This design comes from an exercise in tuning for small area, a short achievable clock period and few clock cycles on the open sky130 flow, not from production work. Only simulation tests tie the RTL to the original design; equivalence was not proved. Power figures rest on the tool's default switching activity, not on a simulated workload.

==> design.v <==
`timescale 1ns / 1ps
package rlm_pkg;
    localparam int RLM_MAX_FRAMES = 256;
    localparam int SAMPLE_W = 16;
    localparam int LEVEL_W  = 7;
    localparam int SUM_W = 39;
endpackage
`timescale 1ns / 1ps
module rlm_ctrl (
    input  logic        i_clk,
    input  logic        i_rst_n,
    input  logic        i_load,
    input  logic [38:0] i_as,
    input  logic [32:0] i_ac,
    input  logic [7:0]  i_nm1,
    input  logic        i_out_ready,
    output logic        o_busy,
    output logic        o_fin,
    output logic        o_valid,
    output logic [6:0]  o_level,
    output logic [6:0]  o_result
);
    logic [4:0]  r_cnt;     
    logic        r_busy;
    logic        r_mul;
    logic        r_dig;     
    logic        r_div;
    logic        r_sqrt;
    logic        r_fin;     
    logic        r_ov;      
    logic [39:0] r_r;
    logic [9:0]  r_c;
    logic        r_cf;      
    logic [32:0] r_rc;      
    logic        r_ca;      
    logic [1:0]  r_dg;      
    logic [6:0]  r_lvl;     
    wire [2:0] w_ds  = {1'b0, r_r[1:0]} + {1'b0, r_rc[1:0]} + {2'd0, r_ca};
    wire [1:0] w_dig = r_dg;
    wire [2:0] w_lo  = {1'b0, w_dig} + {1'b0, r_c[1:0]} + {2'd0, r_cf};
    wire [9:0] w_k   = (w_dig == 2'd0) ? 10'd0 : (w_dig == 2'd1) ? 10'd156 :
                       (w_dig == 2'd2) ? 10'd312 : 10'd468;
    wire [9:0] w_cn  = w_k + {2'd0, r_c[9:2]};
    wire [8:0]  w_a   = r_div ? {r_r[39:32], r_r[31]} : {1'b0, r_r[39:32]};
    wire [8:0]  w_b   = r_div ? {1'b0, i_nm1} : {2'b00, r_c[6:0]};
    wire        w_bin = r_div | (r_r[31:30] == 2'b00);
    wire [9:0]  w_d   = {1'b0, w_a} - {1'b0, w_b} - {9'd0, w_bin};
    wire        w_ge  = ~w_d[9];
    wire [7:0]  w_pdiv = w_ge ? w_d[7:0] : w_a[7:0];
    wire [7:0]  w_psq  = w_ge ? {w_d[5:0], r_r[31:30] - 2'd1} : {r_r[37:32], r_r[31:30]};
    wire w_last = (r_cnt == 5'd0);
    always_ff @(posedge i_clk) begin
        if (!i_rst_n) begin
            r_busy <= 1'b0;
            r_mul  <= 1'b0;
            r_div  <= 1'b0;
            r_sqrt <= 1'b0;
            r_fin  <= 1'b0;
            r_ov   <= 1'b0;
        end else if (i_load) begin
            r_busy <= 1'b1;
            r_mul  <= 1'b1;
            r_div  <= 1'b0;
            r_sqrt <= 1'b0;
            r_fin  <= 1'b0;
            r_ov   <= 1'b0;
        end else begin
            if (r_ov & i_out_ready) begin
                r_busy <= 1'b0;
                r_ov   <= 1'b0;
            end
            if (r_fin) begin
                r_ov <= 1'b1;
            end
            r_fin <= w_last & r_sqrt;
            if (r_fin) begin
                r_lvl <= r_c[6:0];
            end
            if (w_last) begin
                r_mul  <= 1'b0;
                r_div  <= r_mul;
                r_sqrt <= r_div;
            end
        end
    end
    always_ff @(posedge i_clk) begin
        if (i_load) begin
            r_cnt   <= 5'd24;
            r_dg    <= 2'd0;
            r_dig   <= 1'b1;
            r_r     <= {1'b0, i_as};
            r_rc    <= i_ac;
            r_ca    <= 1'b0;
            r_c     <= 10'd0;
            r_cf    <= 1'b0;
        end else begin
            r_cnt   <= w_last ? (r_mul ? 5'd13 : 5'd6) : r_cnt - 5'd1;
            if (r_cnt == 5'd5) begin
                r_dig <= 1'b0;
            end
            r_dg <= r_dig ? w_ds[1:0] : 2'd0;
            r_rc       <= {2'b00, r_rc[32:2]};
            r_ca       <= w_ds[2];
            r_cf       <= w_lo[2];
            r_r[17:0]  <= r_r[19:2];
            if (r_div) begin
                r_r[39:32] <= w_last ? 8'd0 : w_pdiv;
                r_r[31:18] <= {r_r[30:18], w_ge};
            end else if (r_sqrt) begin
                r_r[39:32] <= w_psq;
                r_r[31:18] <= {r_r[29:18], 2'b00};
            end else begin
                r_r[39:18] <= {w_lo[1:0], r_r[39:20]};
            end
            if (r_mul) begin
                r_c <= w_cn;
            end else if (r_sqrt) begin
                r_c[6:0] <= {r_c[5:0], w_ge};
            end
        end
    end
    assign o_busy  = r_busy;
    assign o_fin   = r_fin;
    assign o_valid = r_ov;
    assign o_level = r_lvl;
    assign o_result = r_c[6:0];
endmodule
`timescale 1ns / 1ps
module rlm_mag (
    input  logic [15:0] i_sample,
    output logic [14:0] o_mag
);
    logic [14:0] w_low;
    always_comb begin
        w_low[0] = 1'b0;
        for (int k = 1; k < 15; k++) begin
            w_low[k] = w_low[k-1] | i_sample[k-1];
        end
    end
    assign o_mag = i_sample[14:0] ^ ({15{i_sample[15]}} & w_low);
endmodule
module rlm_fa (
    input  logic i_a,
    input  logic i_b,
    input  logic i_c,
    output logic o_s,
    output logic o_c
);
    assign o_s = i_a ^ i_b ^ i_c;
    assign o_c = (i_a & i_b) | (i_a & i_c) | (i_b & i_c);
endmodule
module rlm_ha (
    input  logic i_a,
    input  logic i_b,
    output logic o_s,
    output logic o_c
);
    assign o_s = i_a ^ i_b;
    assign o_c = i_a & i_b;
endmodule
`timescale 1ns / 1ps
module rms_level_meter_peak_hold #(
    parameter int MAX_FRAMES = rlm_pkg::RLM_MAX_FRAMES
) (
    input  logic                                i_clk,
    input  logic                                i_rst_n,
    input  logic                                i_in_valid,
    output logic                                o_in_ready,
    input  logic signed [rlm_pkg::SAMPLE_W-1:0] i_sample,
    input  logic                                i_last_sample,
    output logic                                o_out_valid,
    input  logic                                i_out_ready,
    output logic [rlm_pkg::LEVEL_W-1:0]         o_level,
    output logic [rlm_pkg::LEVEL_W-1:0]         o_peak_level
);
    logic          r_rdy;      
    logic [7:0]    r_cnt;      
    logic [7:0]    r_ncap;     
    logic [14:0]   r_z;        
    logic          r_s;        
    logic          r_v;        
    logic          r_cl;       
    logic          r_done;     
    logic          r_xfer;     
    logic          r_zero;     
    logic [30:0]   r_as;       
    logic [30:0]   r_ac;
    logic [1:0]    r_co;       
    logic [7:0]    r_hi;       
    logic [6:0]    r_pk;
    wire       w_busy;
    wire       w_fin;
    wire       w_ov;
    wire [6:0] w_level;
    wire [6:0] w_result;
    wire w_full    = ~r_cl & ((r_v & (r_cnt == 8'd254)) | (~r_v & (r_cnt == 8'd255)));
    wire w_take_in = i_in_valid & r_rdy & i_rst_n;
    wire w_close   = w_take_in & (i_last_sample | w_full);
    wire w_block   = r_cl | r_done | w_busy;
    wire w_unblock = r_xfer & ~r_cl;
    wire w_ncap_ld = (r_cl & r_rdy) | (w_unblock & ~r_rdy);
    wire w_busy_n  = r_xfer | (w_busy & ~(w_ov & i_out_ready));
    wire w_done_n  = r_cl | (r_done & ~r_xfer);
    always_ff @(posedge i_clk) begin
        if (!i_rst_n) begin
            r_rdy  <= 1'b1;
            r_cnt  <= 8'd0;
            r_v    <= 1'b0;
            r_cl   <= 1'b0;
            r_done <= 1'b0;
            r_xfer <= 1'b0;
            r_zero <= 1'b1;
        end else begin
            if (r_rdy) begin
                r_rdy <= ~(w_close & w_block);
            end else begin
                r_rdy <= w_unblock;
            end
            if (w_ncap_ld) begin
                r_cnt <= 8'd0;
            end else if (r_v & ~r_cl) begin
                r_cnt <= r_cnt + 8'd1;
            end
            r_v    <= w_take_in;
            r_cl   <= w_close;
            r_done <= w_done_n;
            r_xfer <= w_done_n & ~w_busy_n;
            r_zero <= w_done_n & ~w_busy_n;
        end
    end
    always_ff @(posedge i_clk) begin
        if (w_ncap_ld) begin
            r_ncap <= r_cnt;
        end
    end
    wire [14:0] w_mag;
    rlm_mag u_mag (
        .i_sample (i_sample),
        .o_mag    (w_mag)
    );
    always_ff @(posedge i_clk) begin
        r_z   <= w_take_in ? w_mag : 15'd0;
        r_s   <= w_take_in & i_sample[15];
    end
    wire [30:0] w_as;
    wire [30:0] w_ac;
    wire [1:0]  w_co;
    wire [14:0] w_cz   = r_z;
    wire        w_cz15 = r_s & ~(|r_z);
    wire [30:0] w_cas  = r_as & {31{~r_zero}};
    wire [30:0] w_cac  = r_ac & {31{~r_zero}};
    wire c0 = w_cz[1] & ~w_cz[0];
    wire c1 = w_cz[0] & w_cz[2];
    wire c2 = w_cz[0] & w_cz[1];
    wire c3 = w_cz[0] & w_cz[3];
    wire c4 = w_cz[2] & ~w_cz[1];
    wire c5 = w_cz[0] & w_cz[4];
    wire c6 = w_cz[1] & w_cz[3];
    wire c7 = w_cz[1] & w_cz[2];
    wire c8 = w_cz[0] & w_cz[5];
    wire c9 = w_cz[1] & w_cz[4];
    wire c10 = w_cz[3] & ~w_cz[2];
    wire c11 = w_cz[0] & w_cz[6];
    wire c12 = w_cz[1] & w_cz[5];
    wire c13 = w_cz[2] & w_cz[4];
    wire c14 = w_cz[2] & w_cz[3];
    wire c15 = w_cz[0] & w_cz[7];
    wire c16 = w_cz[1] & w_cz[6];
    wire c17 = w_cz[2] & w_cz[5];
    wire c18 = w_cz[4] & ~w_cz[3];
    wire c19 = w_cz[0] & w_cz[8];
    wire c20 = w_cz[1] & w_cz[7];
    wire c21 = w_cz[2] & w_cz[6];
    wire c22 = w_cz[3] & w_cz[5];
    wire c23 = w_cz[3] & w_cz[4];
    wire c24 = w_cz[0] & w_cz[9];
    wire c25 = w_cz[1] & w_cz[8];
    wire c26 = w_cz[2] & w_cz[7];
    wire c27 = w_cz[3] & w_cz[6];
    wire c28 = w_cz[5] & ~w_cz[4];
    wire c29 = w_cz[0] & w_cz[10];
    wire c30 = w_cz[1] & w_cz[9];
    wire c31 = w_cz[2] & w_cz[8];
    wire c32 = w_cz[3] & w_cz[7];
    wire c33 = w_cz[4] & w_cz[6];
    wire c34 = w_cz[4] & w_cz[5];
    wire c35 = w_cz[0] & w_cz[11];
    wire c36 = w_cz[1] & w_cz[10];
    wire c37 = w_cz[2] & w_cz[9];
    wire c38 = w_cz[3] & w_cz[8];
    wire c39 = w_cz[4] & w_cz[7];
    wire c40 = w_cz[6] & ~w_cz[5];
    wire c41 = w_cz[0] & w_cz[12];
    wire c42 = w_cz[1] & w_cz[11];
    wire c43 = w_cz[2] & w_cz[10];
    wire c44 = w_cz[3] & w_cz[9];
    wire c45 = w_cz[4] & w_cz[8];
    wire c46 = w_cz[5] & w_cz[7];
    wire c47 = w_cz[5] & w_cz[6];
    wire c48 = w_cz[0] & w_cz[13];
    wire c49 = w_cz[1] & w_cz[12];
    wire c50 = w_cz[2] & w_cz[11];
    wire c51 = w_cz[3] & w_cz[10];
    wire c52 = w_cz[4] & w_cz[9];
    wire c53 = w_cz[5] & w_cz[8];
    wire c54 = w_cz[7] & ~w_cz[6];
    wire c55 = w_cz[0] & w_cz[14];
    wire c56 = w_cz[1] & w_cz[13];
    wire c57 = w_cz[2] & w_cz[12];
    wire c58 = w_cz[3] & w_cz[11];
    wire c59 = w_cz[4] & w_cz[10];
    wire c60 = w_cz[5] & w_cz[9];
    wire c61 = w_cz[6] & (w_cz[7] ^ w_cz[8]);
    wire c62 = w_cz[1] & w_cz[14];
    wire c63 = w_cz[2] & w_cz[13];
    wire c64 = w_cz[3] & w_cz[12];
    wire c65 = w_cz[4] & w_cz[11];
    wire c66 = w_cz[5] & w_cz[10];
    wire c67 = w_cz[6] & w_cz[9];
    wire c68 = w_cz[8] & (~w_cz[7] | w_cz[6]);
    wire c69 = w_cz[2] & w_cz[14];
    wire c70 = w_cz[3] & w_cz[13];
    wire c71 = w_cz[4] & w_cz[12];
    wire c72 = w_cz[5] & w_cz[11];
    wire c73 = w_cz[6] & w_cz[10];
    wire c74 = w_cz[7] & w_cz[9];
    wire c75 = w_cz[7] & w_cz[8];
    wire c76 = w_cz[3] & w_cz[14];
    wire c77 = w_cz[4] & w_cz[13];
    wire c78 = w_cz[5] & w_cz[12];
    wire c79 = w_cz[6] & w_cz[11];
    wire c80 = w_cz[7] & w_cz[10];
    wire c81 = w_cz[9] & ~w_cz[8];
    wire c82 = w_cz[4] & w_cz[14];
    wire c83 = w_cz[5] & w_cz[13];
    wire c84 = w_cz[6] & w_cz[12];
    wire c85 = w_cz[7] & w_cz[11];
    wire c86 = w_cz[8] & w_cz[10];
    wire c87 = w_cz[8] & w_cz[9];
    wire c88 = w_cz[5] & w_cz[14];
    wire c89 = w_cz[6] & w_cz[13];
    wire c90 = w_cz[7] & w_cz[12];
    wire c91 = w_cz[8] & w_cz[11];
    wire c92 = w_cz[10] & ~w_cz[9];
    wire c93 = w_cz[6] & w_cz[14];
    wire c94 = w_cz[7] & w_cz[13];
    wire c95 = w_cz[8] & w_cz[12];
    wire c96 = w_cz[9] & w_cz[11];
    wire c97 = w_cz[9] & w_cz[10];
    wire c98 = w_cz[7] & w_cz[14];
    wire c99 = w_cz[8] & w_cz[13];
    wire c100 = w_cz[9] & w_cz[12];
    wire c101 = w_cz[11] & ~w_cz[10];
    wire c102 = w_cz[8] & w_cz[14];
    wire c103 = w_cz[9] & w_cz[13];
    wire c104 = w_cz[10] & w_cz[12];
    wire c105 = w_cz[10] & w_cz[11];
    wire c106 = w_cz[9] & w_cz[14];
    wire c107 = w_cz[10] & w_cz[13];
    wire c108 = w_cz[12] & ~w_cz[11];
    wire c109 = w_cz[10] & w_cz[14];
    wire c110 = w_cz[11] & w_cz[13];
    wire c111 = w_cz[11] & w_cz[12];
    wire c112 = w_cz[11] & w_cz[14];
    wire c113 = w_cz[13] & ~w_cz[12];
    wire c114 = w_cz[12] & w_cz[14];
    wire c115 = w_cz[12] & w_cz[13];
    wire c116 = w_cz[14] & ~w_cz[13];
    wire c117 = w_cz[13] & w_cz[14];
    wire c118, c119;
    rlm_ha u_c118 (.i_a(c19), .i_b(c20), .o_s(c118), .o_c(c119));
    wire c120, c121;
    rlm_fa u_c120 (.i_a(c24), .i_b(c25), .i_c(c26), .o_s(c120), .o_c(c121));
    wire c122, c123;
    rlm_fa u_c122 (.i_a(c29), .i_b(c30), .i_c(c31), .o_s(c122), .o_c(c123));
    wire c124, c125;
    rlm_ha u_c124 (.i_a(c32), .i_b(c33), .o_s(c124), .o_c(c125));
    wire c126, c127;
    rlm_fa u_c126 (.i_a(c35), .i_b(c36), .i_c(c37), .o_s(c126), .o_c(c127));
    wire c128, c129;
    rlm_fa u_c128 (.i_a(c38), .i_b(c39), .i_c(c40), .o_s(c128), .o_c(c129));
    wire c130, c131;
    rlm_fa u_c130 (.i_a(c41), .i_b(c42), .i_c(c43), .o_s(c130), .o_c(c131));
    wire c132, c133;
    rlm_fa u_c132 (.i_a(c44), .i_b(c45), .i_c(c46), .o_s(c132), .o_c(c133));
    wire c134, c135;
    rlm_ha u_c134 (.i_a(c47), .i_b(w_cas[13]), .o_s(c134), .o_c(c135));
    wire c136, c137;
    rlm_fa u_c136 (.i_a(c48), .i_b(c49), .i_c(c50), .o_s(c136), .o_c(c137));
    wire c138, c139;
    rlm_fa u_c138 (.i_a(c51), .i_b(c52), .i_c(c53), .o_s(c138), .o_c(c139));
    wire c140, c141;
    rlm_fa u_c140 (.i_a(c54), .i_b(w_cas[14]), .i_c(w_cac[14]), .o_s(c140), .o_c(c141));
    wire c142, c143;
    rlm_fa u_c142 (.i_a(c55), .i_b(c56), .i_c(c57), .o_s(c142), .o_c(c143));
    wire c144, c145;
    rlm_fa u_c144 (.i_a(c58), .i_b(c59), .i_c(c60), .o_s(c144), .o_c(c145));
    wire c146, c147;
    rlm_fa u_c146 (.i_a(c61), .i_b(w_cas[15]), .i_c(w_cac[15]), .o_s(c146), .o_c(c147));
    wire c148, c149;
    rlm_fa u_c148 (.i_a(c62), .i_b(c63), .i_c(c64), .o_s(c148), .o_c(c149));
    wire c150, c151;
    rlm_fa u_c150 (.i_a(c65), .i_b(c66), .i_c(c67), .o_s(c150), .o_c(c151));
    wire c152, c153;
    rlm_fa u_c152 (.i_a(c68), .i_b(w_cas[16]), .i_c(w_cac[16]), .o_s(c152), .o_c(c153));
    wire c154, c155;
    rlm_fa u_c154 (.i_a(c69), .i_b(c70), .i_c(c71), .o_s(c154), .o_c(c155));
    wire c156, c157;
    rlm_fa u_c156 (.i_a(c72), .i_b(c73), .i_c(c74), .o_s(c156), .o_c(c157));
    wire c158, c159;
    rlm_fa u_c158 (.i_a(c75), .i_b(w_cas[17]), .i_c(w_cac[17]), .o_s(c158), .o_c(c159));
    wire c160, c161;
    rlm_fa u_c160 (.i_a(c76), .i_b(c77), .i_c(c78), .o_s(c160), .o_c(c161));
    wire c162, c163;
    rlm_fa u_c162 (.i_a(c79), .i_b(c80), .i_c(c81), .o_s(c162), .o_c(c163));
    wire c164, c165;
    rlm_ha u_c164 (.i_a(w_cas[18]), .i_b(w_cac[18]), .o_s(c164), .o_c(c165));
    wire c166, c167;
    rlm_fa u_c166 (.i_a(c82), .i_b(c83), .i_c(c84), .o_s(c166), .o_c(c167));
    wire c168, c169;
    rlm_fa u_c168 (.i_a(c85), .i_b(c86), .i_c(c87), .o_s(c168), .o_c(c169));
    wire c170, c171;
    rlm_ha u_c170 (.i_a(w_cas[19]), .i_b(w_cac[19]), .o_s(c170), .o_c(c171));
    wire c172, c173;
    rlm_fa u_c172 (.i_a(c88), .i_b(c89), .i_c(c90), .o_s(c172), .o_c(c173));
    wire c174, c175;
    rlm_fa u_c174 (.i_a(c91), .i_b(c92), .i_c(w_cas[20]), .o_s(c174), .o_c(c175));
    wire c176, c177;
    rlm_fa u_c176 (.i_a(c93), .i_b(c94), .i_c(c95), .o_s(c176), .o_c(c177));
    wire c178, c179;
    rlm_ha u_c178 (.i_a(c96), .i_b(c97), .o_s(c178), .o_c(c179));
    wire c180, c181;
    rlm_fa u_c180 (.i_a(c98), .i_b(c99), .i_c(c100), .o_s(c180), .o_c(c181));
    wire c182, c183;
    rlm_ha u_c182 (.i_a(c102), .i_b(c103), .o_s(c182), .o_c(c183));
    wire c184, c185;
    rlm_ha u_c184 (.i_a(c5), .i_b(c6), .o_s(c184), .o_c(c185));
    wire c186, c187;
    rlm_fa u_c186 (.i_a(c8), .i_b(c9), .i_c(c10), .o_s(c186), .o_c(c187));
    wire c188, c189;
    rlm_fa u_c188 (.i_a(c11), .i_b(c12), .i_c(c13), .o_s(c188), .o_c(c189));
    wire c190, c191;
    rlm_ha u_c190 (.i_a(c14), .i_b(w_cas[7]), .o_s(c190), .o_c(c191));
    wire c192, c193;
    rlm_fa u_c192 (.i_a(c15), .i_b(c16), .i_c(c17), .o_s(c192), .o_c(c193));
    wire c194, c195;
    rlm_fa u_c194 (.i_a(c18), .i_b(w_cas[8]), .i_c(w_cac[8]), .o_s(c194), .o_c(c195));
    wire c196, c197;
    rlm_fa u_c196 (.i_a(c118), .i_b(c21), .i_c(c22), .o_s(c196), .o_c(c197));
    wire c198, c199;
    rlm_fa u_c198 (.i_a(c23), .i_b(w_cas[9]), .i_c(w_cac[9]), .o_s(c198), .o_c(c199));
    wire c200, c201;
    rlm_fa u_c200 (.i_a(c119), .i_b(c120), .i_c(c27), .o_s(c200), .o_c(c201));
    wire c202, c203;
    rlm_fa u_c202 (.i_a(c28), .i_b(w_cas[10]), .i_c(w_cac[10]), .o_s(c202), .o_c(c203));
    wire c204, c205;
    rlm_fa u_c204 (.i_a(c121), .i_b(c122), .i_c(c124), .o_s(c204), .o_c(c205));
    wire c206, c207;
    rlm_fa u_c206 (.i_a(c34), .i_b(w_cas[11]), .i_c(w_cac[11]), .o_s(c206), .o_c(c207));
    wire c208, c209;
    rlm_fa u_c208 (.i_a(c123), .i_b(c125), .i_c(c126), .o_s(c208), .o_c(c209));
    wire c210, c211;
    rlm_fa u_c210 (.i_a(c128), .i_b(w_cas[12]), .i_c(w_cac[12]), .o_s(c210), .o_c(c211));
    wire c212, c213;
    rlm_fa u_c212 (.i_a(c127), .i_b(c129), .i_c(c130), .o_s(c212), .o_c(c213));
    wire c214, c215;
    rlm_fa u_c214 (.i_a(c132), .i_b(c134), .i_c(w_cac[13]), .o_s(c214), .o_c(c215));
    wire c216, c217;
    rlm_fa u_c216 (.i_a(c131), .i_b(c133), .i_c(c135), .o_s(c216), .o_c(c217));
    wire c218, c219;
    rlm_fa u_c218 (.i_a(c136), .i_b(c138), .i_c(c140), .o_s(c218), .o_c(c219));
    wire c220, c221;
    rlm_fa u_c220 (.i_a(c137), .i_b(c139), .i_c(c141), .o_s(c220), .o_c(c221));
    wire c222, c223;
    rlm_fa u_c222 (.i_a(c142), .i_b(c144), .i_c(c146), .o_s(c222), .o_c(c223));
    wire c224, c225;
    rlm_fa u_c224 (.i_a(c143), .i_b(c145), .i_c(c147), .o_s(c224), .o_c(c225));
    wire c226, c227;
    rlm_fa u_c226 (.i_a(c148), .i_b(c150), .i_c(c152), .o_s(c226), .o_c(c227));
    wire c228, c229;
    rlm_fa u_c228 (.i_a(c149), .i_b(c151), .i_c(c153), .o_s(c228), .o_c(c229));
    wire c230, c231;
    rlm_fa u_c230 (.i_a(c154), .i_b(c156), .i_c(c158), .o_s(c230), .o_c(c231));
    wire c232, c233;
    rlm_fa u_c232 (.i_a(c155), .i_b(c157), .i_c(c159), .o_s(c232), .o_c(c233));
    wire c234, c235;
    rlm_fa u_c234 (.i_a(c160), .i_b(c162), .i_c(c164), .o_s(c234), .o_c(c235));
    wire c236, c237;
    rlm_fa u_c236 (.i_a(c161), .i_b(c163), .i_c(c165), .o_s(c236), .o_c(c237));
    wire c238, c239;
    rlm_fa u_c238 (.i_a(c166), .i_b(c168), .i_c(c170), .o_s(c238), .o_c(c239));
    wire c240, c241;
    rlm_fa u_c240 (.i_a(c167), .i_b(c169), .i_c(c171), .o_s(c240), .o_c(c241));
    wire c242, c243;
    rlm_fa u_c242 (.i_a(c172), .i_b(c174), .i_c(w_cac[20]), .o_s(c242), .o_c(c243));
    wire c244, c245;
    rlm_fa u_c244 (.i_a(c173), .i_b(c175), .i_c(c176), .o_s(c244), .o_c(c245));
    wire c246, c247;
    rlm_fa u_c246 (.i_a(c178), .i_b(w_cas[21]), .i_c(w_cac[21]), .o_s(c246), .o_c(c247));
    wire c248, c249;
    rlm_fa u_c248 (.i_a(c177), .i_b(c179), .i_c(c180), .o_s(c248), .o_c(c249));
    wire c250, c251;
    rlm_fa u_c250 (.i_a(c101), .i_b(w_cas[22]), .i_c(w_cac[22]), .o_s(c250), .o_c(c251));
    wire c252, c253;
    rlm_fa u_c252 (.i_a(c181), .i_b(c182), .i_c(c104), .o_s(c252), .o_c(c253));
    wire c254, c255;
    rlm_fa u_c254 (.i_a(c105), .i_b(w_cas[23]), .i_c(w_cac[23]), .o_s(c254), .o_c(c255));
    wire c256, c257;
    rlm_fa u_c256 (.i_a(c183), .i_b(c106), .i_c(c107), .o_s(c256), .o_c(c257));
    wire c258, c259;
    rlm_fa u_c258 (.i_a(c108), .i_b(w_cas[24]), .i_c(w_cac[24]), .o_s(c258), .o_c(c259));
    wire c260, c261;
    rlm_fa u_c260 (.i_a(c109), .i_b(c110), .i_c(c111), .o_s(c260), .o_c(c261));
    wire c262, c263;
    rlm_ha u_c262 (.i_a(w_cas[25]), .i_b(w_cac[25]), .o_s(c262), .o_c(c263));
    wire c264, c265;
    rlm_fa u_c264 (.i_a(c112), .i_b(c113), .i_c(w_cas[26]), .o_s(c264), .o_c(c265));
    wire c266, c267;
    rlm_ha u_c266 (.i_a(c114), .i_b(c115), .o_s(c266), .o_c(c267));
    wire c268, c269;
    rlm_ha u_c268 (.i_a(c1), .i_b(c2), .o_s(c268), .o_c(c269));
    wire c270, c271;
    rlm_fa u_c270 (.i_a(c3), .i_b(c4), .i_c(w_cas[4]), .o_s(c270), .o_c(c271));
    wire c272, c273;
    rlm_fa u_c272 (.i_a(c184), .i_b(c7), .i_c(w_cas[5]), .o_s(c272), .o_c(c273));
    wire c274, c275;
    rlm_fa u_c274 (.i_a(c185), .i_b(c186), .i_c(w_cas[6]), .o_s(c274), .o_c(c275));
    wire c276, c277;
    rlm_fa u_c276 (.i_a(c187), .i_b(c188), .i_c(c190), .o_s(c276), .o_c(c277));
    wire c278, c279;
    rlm_fa u_c278 (.i_a(c189), .i_b(c191), .i_c(c192), .o_s(c278), .o_c(c279));
    wire c280, c281;
    rlm_fa u_c280 (.i_a(c193), .i_b(c195), .i_c(c196), .o_s(c280), .o_c(c281));
    wire c282, c283;
    rlm_fa u_c282 (.i_a(c197), .i_b(c199), .i_c(c200), .o_s(c282), .o_c(c283));
    wire c284, c285;
    rlm_fa u_c284 (.i_a(c201), .i_b(c203), .i_c(c204), .o_s(c284), .o_c(c285));
    wire c286, c287;
    rlm_fa u_c286 (.i_a(c205), .i_b(c207), .i_c(c208), .o_s(c286), .o_c(c287));
    wire c288, c289;
    rlm_fa u_c288 (.i_a(c209), .i_b(c211), .i_c(c212), .o_s(c288), .o_c(c289));
    wire c290, c291;
    rlm_fa u_c290 (.i_a(c213), .i_b(c215), .i_c(c216), .o_s(c290), .o_c(c291));
    wire c292, c293;
    rlm_fa u_c292 (.i_a(c217), .i_b(c219), .i_c(c220), .o_s(c292), .o_c(c293));
    wire c294, c295;
    rlm_fa u_c294 (.i_a(c221), .i_b(c223), .i_c(c224), .o_s(c294), .o_c(c295));
    wire c296, c297;
    rlm_fa u_c296 (.i_a(c225), .i_b(c227), .i_c(c228), .o_s(c296), .o_c(c297));
    wire c298, c299;
    rlm_fa u_c298 (.i_a(c229), .i_b(c231), .i_c(c232), .o_s(c298), .o_c(c299));
    wire c300, c301;
    rlm_fa u_c300 (.i_a(c233), .i_b(c235), .i_c(c236), .o_s(c300), .o_c(c301));
    wire c302, c303;
    rlm_fa u_c302 (.i_a(c237), .i_b(c239), .i_c(c240), .o_s(c302), .o_c(c303));
    wire c304, c305;
    rlm_fa u_c304 (.i_a(c241), .i_b(c243), .i_c(c244), .o_s(c304), .o_c(c305));
    wire c306, c307;
    rlm_fa u_c306 (.i_a(c245), .i_b(c247), .i_c(c248), .o_s(c306), .o_c(c307));
    wire c308, c309;
    rlm_fa u_c308 (.i_a(c249), .i_b(c251), .i_c(c252), .o_s(c308), .o_c(c309));
    wire c310, c311;
    rlm_fa u_c310 (.i_a(c253), .i_b(c255), .i_c(c256), .o_s(c310), .o_c(c311));
    wire c312, c313;
    rlm_fa u_c312 (.i_a(c257), .i_b(c259), .i_c(c260), .o_s(c312), .o_c(c313));
    wire c314, c315;
    rlm_fa u_c314 (.i_a(c261), .i_b(c263), .i_c(c264), .o_s(c314), .o_c(c315));
    wire c316, c317;
    rlm_fa u_c316 (.i_a(c265), .i_b(c266), .i_c(w_cas[27]), .o_s(c316), .o_c(c317));
    wire c318, c319;
    rlm_fa u_c318 (.i_a(c267), .i_b(c116), .i_c(w_cas[28]), .o_s(c318), .o_c(c319));
    wire c320, c321;
    rlm_ha u_c320 (.i_a(c117), .i_b(w_cas[29]), .o_s(c320), .o_c(c321));
    wire c322, c323;
    rlm_ha u_c322 (.i_a(w_cas[30]), .i_b(w_cac[30]), .o_s(c322), .o_c(c323));
    wire c324, c325;
    rlm_ha u_c324 (.i_a(w_cz[0]), .i_b(w_cas[0]), .o_s(c324), .o_c(c325));
    wire c326, c327;
    rlm_ha u_c326 (.i_a(w_cas[1]), .i_b(w_cac[1]), .o_s(c326), .o_c(c327));
    wire c328, c329;
    rlm_fa u_c328 (.i_a(c0), .i_b(w_cas[2]), .i_c(w_cac[2]), .o_s(c328), .o_c(c329));
    wire c330, c331;
    rlm_fa u_c330 (.i_a(c268), .i_b(w_cas[3]), .i_c(w_cac[3]), .o_s(c330), .o_c(c331));
    wire c332, c333;
    rlm_fa u_c332 (.i_a(c269), .i_b(c270), .i_c(w_cac[4]), .o_s(c332), .o_c(c333));
    wire c334, c335;
    rlm_fa u_c334 (.i_a(c271), .i_b(c272), .i_c(w_cac[5]), .o_s(c334), .o_c(c335));
    wire c336, c337;
    rlm_fa u_c336 (.i_a(c273), .i_b(c274), .i_c(w_cac[6]), .o_s(c336), .o_c(c337));
    wire c338, c339;
    rlm_fa u_c338 (.i_a(c275), .i_b(c276), .i_c(w_cac[7]), .o_s(c338), .o_c(c339));
    wire c340, c341;
    rlm_fa u_c340 (.i_a(c277), .i_b(c278), .i_c(c194), .o_s(c340), .o_c(c341));
    wire c342, c343;
    rlm_fa u_c342 (.i_a(c279), .i_b(c280), .i_c(c198), .o_s(c342), .o_c(c343));
    wire c344, c345;
    rlm_fa u_c344 (.i_a(c281), .i_b(c282), .i_c(c202), .o_s(c344), .o_c(c345));
    wire c346, c347;
    rlm_fa u_c346 (.i_a(c283), .i_b(c284), .i_c(c206), .o_s(c346), .o_c(c347));
    wire c348, c349;
    rlm_fa u_c348 (.i_a(c285), .i_b(c286), .i_c(c210), .o_s(c348), .o_c(c349));
    wire c350, c351;
    rlm_fa u_c350 (.i_a(c287), .i_b(c288), .i_c(c214), .o_s(c350), .o_c(c351));
    wire c352, c353;
    rlm_fa u_c352 (.i_a(c289), .i_b(c290), .i_c(c218), .o_s(c352), .o_c(c353));
    wire c354, c355;
    rlm_fa u_c354 (.i_a(c291), .i_b(c292), .i_c(c222), .o_s(c354), .o_c(c355));
    wire c356, c357;
    rlm_fa u_c356 (.i_a(c293), .i_b(c294), .i_c(c226), .o_s(c356), .o_c(c357));
    wire c358, c359;
    rlm_fa u_c358 (.i_a(c295), .i_b(c296), .i_c(c230), .o_s(c358), .o_c(c359));
    wire c360, c361;
    rlm_fa u_c360 (.i_a(c297), .i_b(c298), .i_c(c234), .o_s(c360), .o_c(c361));
    wire c362, c363;
    rlm_fa u_c362 (.i_a(c299), .i_b(c300), .i_c(c238), .o_s(c362), .o_c(c363));
    wire c364, c365;
    rlm_fa u_c364 (.i_a(c301), .i_b(c302), .i_c(c242), .o_s(c364), .o_c(c365));
    wire c366, c367;
    rlm_fa u_c366 (.i_a(c303), .i_b(c304), .i_c(c246), .o_s(c366), .o_c(c367));
    wire c368, c369;
    rlm_fa u_c368 (.i_a(c305), .i_b(c306), .i_c(c250), .o_s(c368), .o_c(c369));
    wire c370, c371;
    rlm_fa u_c370 (.i_a(c307), .i_b(c308), .i_c(c254), .o_s(c370), .o_c(c371));
    wire c372, c373;
    rlm_fa u_c372 (.i_a(c309), .i_b(c310), .i_c(c258), .o_s(c372), .o_c(c373));
    wire c374, c375;
    rlm_fa u_c374 (.i_a(c311), .i_b(c312), .i_c(c262), .o_s(c374), .o_c(c375));
    wire c376, c377;
    rlm_fa u_c376 (.i_a(c313), .i_b(c314), .i_c(w_cac[26]), .o_s(c376), .o_c(c377));
    wire c378, c379;
    rlm_fa u_c378 (.i_a(c315), .i_b(c316), .i_c(w_cac[27]), .o_s(c378), .o_c(c379));
    wire c380, c381;
    rlm_fa u_c380 (.i_a(c317), .i_b(c318), .i_c(w_cac[28]), .o_s(c380), .o_c(c381));
    wire c382, c383;
    rlm_fa u_c382 (.i_a(c319), .i_b(c320), .i_c(w_cac[29]), .o_s(c382), .o_c(c383));
    wire c384, c385;
    rlm_fa u_c384 (.i_a(c321), .i_b(c322), .i_c(w_cz15), .o_s(c384), .o_c(c385));
    assign w_as[0] = c324;
    assign w_ac[0] = w_cac[0];
    assign w_as[1] = c325;
    assign w_ac[1] = c326;
    assign w_as[2] = c327;
    assign w_ac[2] = c328;
    assign w_as[3] = c329;
    assign w_ac[3] = c330;
    assign w_as[4] = c331;
    assign w_ac[4] = c332;
    assign w_as[5] = c333;
    assign w_ac[5] = c334;
    assign w_as[6] = c335;
    assign w_ac[6] = c336;
    assign w_as[7] = c337;
    assign w_ac[7] = c338;
    assign w_as[8] = c339;
    assign w_ac[8] = c340;
    assign w_as[9] = c341;
    assign w_ac[9] = c342;
    assign w_as[10] = c343;
    assign w_ac[10] = c344;
    assign w_as[11] = c345;
    assign w_ac[11] = c346;
    assign w_as[12] = c347;
    assign w_ac[12] = c348;
    assign w_as[13] = c349;
    assign w_ac[13] = c350;
    assign w_as[14] = c351;
    assign w_ac[14] = c352;
    assign w_as[15] = c353;
    assign w_ac[15] = c354;
    assign w_as[16] = c355;
    assign w_ac[16] = c356;
    assign w_as[17] = c357;
    assign w_ac[17] = c358;
    assign w_as[18] = c359;
    assign w_ac[18] = c360;
    assign w_as[19] = c361;
    assign w_ac[19] = c362;
    assign w_as[20] = c363;
    assign w_ac[20] = c364;
    assign w_as[21] = c365;
    assign w_ac[21] = c366;
    assign w_as[22] = c367;
    assign w_ac[22] = c368;
    assign w_as[23] = c369;
    assign w_ac[23] = c370;
    assign w_as[24] = c371;
    assign w_ac[24] = c372;
    assign w_as[25] = c373;
    assign w_ac[25] = c374;
    assign w_as[26] = c375;
    assign w_ac[26] = c376;
    assign w_as[27] = c377;
    assign w_ac[27] = c378;
    assign w_as[28] = c379;
    assign w_ac[28] = c380;
    assign w_as[29] = c381;
    assign w_ac[29] = c382;
    assign w_as[30] = c383;
    assign w_ac[30] = c384;
    assign w_co[0] = c323;
    assign w_co[1] = c385;
    always_ff @(posedge i_clk) begin
        r_as  <= w_as;
        r_ac  <= w_ac;
        r_co  <= w_co;
        r_hi  <= r_zero ? 8'd0 : r_hi + {7'd0, r_co[0]} + {7'd0, r_co[1]};
    end
    rlm_ctrl u_lvl (
        .i_clk   (i_clk),
        .i_rst_n (i_rst_n),
        .i_load  (r_xfer),
        .i_as    ({r_hi, r_as}),
        .i_ac    ({r_co[0] & r_co[1], r_co[0] ^ r_co[1], r_ac}),
        .i_nm1   (r_ncap),
        .i_out_ready (i_out_ready),
        .o_busy  (w_busy),
        .o_fin   (w_fin),
        .o_valid (w_ov),
        .o_level (w_level),
        .o_result (w_result)
    );
    always_ff @(posedge i_clk) begin
        if (!i_rst_n) begin
            r_pk <= 7'd0;
        end else if (w_fin && (w_result > r_pk)) begin
            r_pk <= w_result;
        end
    end
    assign o_in_ready   = r_rdy;
    assign o_out_valid  = w_ov;
    assign o_level      = w_level;
    assign o_peak_level = r_pk;
endmodule
==> flow/run.sh <==
#!/bin/bash
# The standard layout, with repair_timing aiming well past the 10 ns clock so that the
# resizer sizes gates and buffers for the period this design can reach, and a plain buffer
# (not a delay cell) on each port. Constraints unchanged.
set -euo pipefail
MARGIN=$(cat flow/margin.txt)
bash standard.sh SETUP_SLACK_MARGIN=$MARGIN "BUFFER_PORTS_ARGS=-buffer_cell sky130_fd_sc_hd__buf_2" finish > standard_flow.log 2>&1
==> flow/margin.txt <==
6.95
==> standard.sh <==
#!/bin/bash
# synth_recipe.tcl (not shown) runs the flow's synth.tcl, then flattens the netlist and writes it again
# the make line also repeats each setting of config.mk as NAME=value (left out here)
make -C /OpenROAD-flow-scripts/flow DESIGN_CONFIG=/design/flow/config.mk WORK_HOME=/design/flow/orfs CLKGATE_MAP_FILE= SYNTH_SCRIPT=/design/flow/synth_recipe.tcl "${@:-finish}"
==> config.mk <==
export PLATFORM = sky130hd
export DESIGN_NAME = rms_level_meter_peak_hold
export DESIGN_NICKNAME = rms_level_meter_peak_hold
export VERILOG_FILES = /design/flow/design.v
export SDC_FILE = /design/flow/constraint.sdc
export NUM_CORES = 4
export LEC_CHECK = 0
export ABC_CLOCK_PERIOD_IN_PS = 3000
export CAP_MARGIN = 20
export CORE_MARGIN = 2
export CORE_UTILIZATION = 50
export CTS_BUF_LIST = sky130_fd_sc_hd__clkbuf_16
export CTS_CLUSTER_DIAMETER = 100
export CTS_CLUSTER_SIZE = 30
export PLACE_DENSITY = 0.65
export SLEW_MARGIN = 20
export SYNTH_HIERARCHICAL = 1
==> constraint.sdc <==
create_clock -name core_clock -period 10.0 [get_ports {i_clk}]
set_input_delay 2.0000 -clock core_clock [delete_from_list [all_inputs] [get_ports {i_clk}]]
set_output_delay 2.0000 -clock core_clock [all_outputs]
set_load 0.01 [all_outputs]
==> notes.md <==
==> cell type report <==
cell class,count,area (sq um),area share [%]
clock buffer,11,275,2.06
sequential,223,4650,34.7
clock inverter,4,25.0,0.187
tap,330,413,3.08
timing repair buffer,47,282,2.10
inverter,56,210,1.57
multi-input combinational,828,7540,56.3
==> logic make-up (layout without fill, tap and decap cells) <==
family / count (synthesis) / count (layout) / synth area share (%)
fa+ha+maj: 180 / 180 / 25.3
buf+inv: 119 / 118 / 4.00
mux: 84 / 84 / 7.22
flops: 223 / 223 / 36.5
xor+xnor: 37 / 37 / 2.56
simple gates: 389 / 389 / 16.9
compound gates: 138 / 138 / 7.56
==> worst min-delay path by stage <==
stage | start | endpoint | cells after the start
global placement | r_as[30] | u_lvl.r_r[30] | 2
finish | r_as[30] | u_lvl.r_r[30] | 2
detailed placement | r_as[30] | u_lvl.r_r[30] | 2
floorplan | r_as[18] | u_lvl.r_r[18] | 2
global route | u_lvl.r_rc[24] | u_lvl.r_rc[22] | 1
CTS | r_as[30] | u_lvl.r_r[30] | 2
==> registers in the layout, indices dropped and copies added, names as in the netlist, 2 cells and up <==
signal / flops
r_z: 15
r_cnt: 8
r_ac: 31
r_as: 31
r_co: 2
r_pk: 7
u_lvl.r_lvl: 7
r_hi: 8
u_lvl.r_c: 10
u_lvl.r_r: 40
u_lvl.r_cnt: 5
u_lvl.r_dg: 2
u_lvl.r_rc: 33
r_ncap: 8
==> per-module statistics from Yosys (local to each module, per instance) <==
module	flops+latches	cell area, sq um	copies in the design	cells
rlm_ctrl	106	5140	1	532
rms_level_meter_peak_hold	117	4620	1	466
rlm_mag	0	322	1	38
rlm_fa	0	20.0	118	1
rlm_ha	0	12.5	16	1
==> cells in the final DEF (no fill, tap or decap), drive strengths merged, types with 6 or more instances in the layout <==
master  instances
o21ai          38
a211oi         10
mux2i          30
nand2b          6
ha             54
buf            47
nor3            9
xor2           16
and3            6
nand2          60
inv            58
nor2b          82
dfxtp         208
and2          126
a32oi           8
nor2           63
a21oi          38
clkbuf         11
o41ai           6
edfxtp         15
xnor2          21
mux2           54
fa            126
nand3          11
==> power breakdown <==
group          total (mW)  internal (mW)  switching (mW)
Combinational       0.930          0.418           0.512
Clock               0.483          0.205           0.278
Sequential           1.17           1.04           0.123
Total                2.58           1.67           0.913
==> metrics by stage <==
stage / cells / util (%) / hold WS (ns) / area, sq um
after floorplan: 1170 / - / 0.421 / 12700
after global placement: 1477 / 51.9 / 0.436 / 13000
after detailed placement: 1477 / 51.9 / 0.438 / 13000
after CTS: 1493 / 53.2 / 0.465 / 13300
after global routing: 1499 / 53.5 / 0.478 / 13400
final: 1499 / 53.5 / 0.465 / 13400
==> layer usage <==
metal	wire (microns)	part of all wire, %	vias to the layer above	track usage (%)
met5	0	0	-	0
met4	390	1.7	0	4.51
met3	612	2.7	23	1.71
met2	10500	46	106	29.3
met1	11300	49	3784	25.9
li1	-	-	3831	-
==> what timing repair did <==
action	in CTS	in global routing
pin swaps	0	1
buffers inserted	1	6
endpoints found under the setup margin	25	29
gates resized for setup	6	16
==> results.toml <==
[place]
globalplace.congestion = 0.853
hpwl_reported_at_the_end_of_detailed_placement_mm = 16.5
dp_worst_setup_slack_ns = 6.49
port_buffers = 36

[setup_path]
timing.critical_path.from_type = "flip-flop"
cp_data_arrival_time_ns = 1.01
timing.critical_path.max_delay_family = "flip-flops"
worstPathCellList = "buf_2"
max_incr_delay_on_cp_ns = 0.39
cp-startpoint = "u_lvl.r_lvl[1]"
worstSetupPathDepth = 1
timing.rr.end = "u_lvl.r_r[38]"
end_kind = "primary output"
setup.worst_path.end = "o_level[1]"
critical_path_required_ns = 8.00
cp_slowest_cell = "edfxtp_1"
worstRegToRegCells = 10
cp.buffers_inverters = 1
reg2reg_slack_ns = 7.04
crit_type = "reg -> out"
worst_r2r_startpoint = "u_lvl.r_div"
cp_max_fo = 1

[layout]
num_antenna_cells = 0
finalNetCount = 1368
final_layout_size_suffix_gt1_share_pct = 12.9
flow.area_growth_from_synthesis_pct = 5.93
n_fill_cell = 2244

[floorplan]
design.core.area_sq_um = 25000
die_x_microns = 163
die-area_sq_um = 26600
die_h_microns = 163
design.portCount = 37
initial_utilization_pct = 50.5
core.rowCount = 58

[power]
powerDensity_nw_per_um2 = 193
total_power_mw = 2.58
irDropWorstVdd_mv = 0.145
leakagePower_nw = 5.82

[synthesis]
postSynthRegisterBits = 223
synthesis.area_per_instance_sq_um = 10.8
synth.most_common_cell = "dfxtp_1"
netlist.area_leader.share_pct = 32.9
synth_edf_count = 15
synth-seq-area-share_pct = 36.5
synth_top_flop_cell = "dfxtp_1"
synthesis.instances = 1170
synth_top_cells_by_count = "dfxtp_1, and2_1, fa_1, nor2b_1, nor2_1"
synth_area_leaders = "dfxtp_1, fa_1, and2_1, ha_1, mux2_2"
yosysWarnings = 9
netlist-cell-type-count = 69
synth_area_leader_cell = "dfxtp_1"
synthArstFlopShare_pct = 0
syn_area_sq_um = 12600
synth_nets = 1371

[grt]
pin_count_of_the_biggest_net_entering_global_routing = 87
vias_in_the_first_global_route = 7880
grt_remaining_overflow = 0
grt_antenna_before_repair = 0
grt_use_total_pct = 18.0
grt_pass1_wl_mm = 39.0

[sta]
post-route-period-util_pct = 30.1
worstMarginPinSlew_ns = 0.987
worst_slack_ns = 6.99
hold_viol = 0
skew_ns = 0.0112
setup_viol = 0
number_of_slew_limit_violations_in_the_final_report = 0
period_needed_ns = 3.01
slew_headroom_pct = 34.2
tns_ns = 0
clock.fmax_ghz = 0.332
setup_repair_after_global_routing_missed_its_margin = "yes"

[clocking]
ctsLongestPathBuffers = 3
cts_inserted_buffers = 11
number_of_sinks_driven_by_the_clock_tree = 223
ctsHoldBuffers = 0
clock-root-buffer = "clkbuf_16"
later_pin_clock_latency_in_the_skew_report_ns = 0.47
cts_tree = "yes"
htree_num_levels = 1
cts.clk_slew.worst_paths_ns = 0.11

[hold_path]
hold_path.class = "reg -> reg"

[routing]
detail_route.drc_violations = 0
ant_nets = 0
drt_pass1_iterations = 4
finalWirelength_mm = 22.8
drt_first_iter_violations = 396
drt-vias-per-instance = 5.17
detail_route.wl_per_cell_microns = 15.2
vias = 7744

[flow_run]
reported_max_cap_violation_count = 0

[outcome]
status = "no timing/DRC/antenna violations"
Testbench counts, summed over its fixed seeds: cycles 32,158.

-- static timing again, ports no longer ideal --
Ports are ideal in the flow. The routed layout listed here was re-timed in OpenROAD.
Step 1, drivers: a clkbuf_16 drives i_clk and a buf_2 each remaining input, both assumed.
Step 2 also shifts input and output timing later by t, the mid clock arrival at the registers, as if the neighbouring blocks saw the same clock.
Three values: ideal ports, drivers, drivers and shift; two values: the first two.
t (ns): 0.511
slack for setup (ns): 6.992 / 6.947 / 6.574
worst hold slack (ns): 0.465 / 0.465 / 0.465
worst setup path at the end: input to register
After both steps setup and hold are still met in this run. The setup slack of this run moves by -0.045 ns with the drivers and by -0.418 ns with both steps.
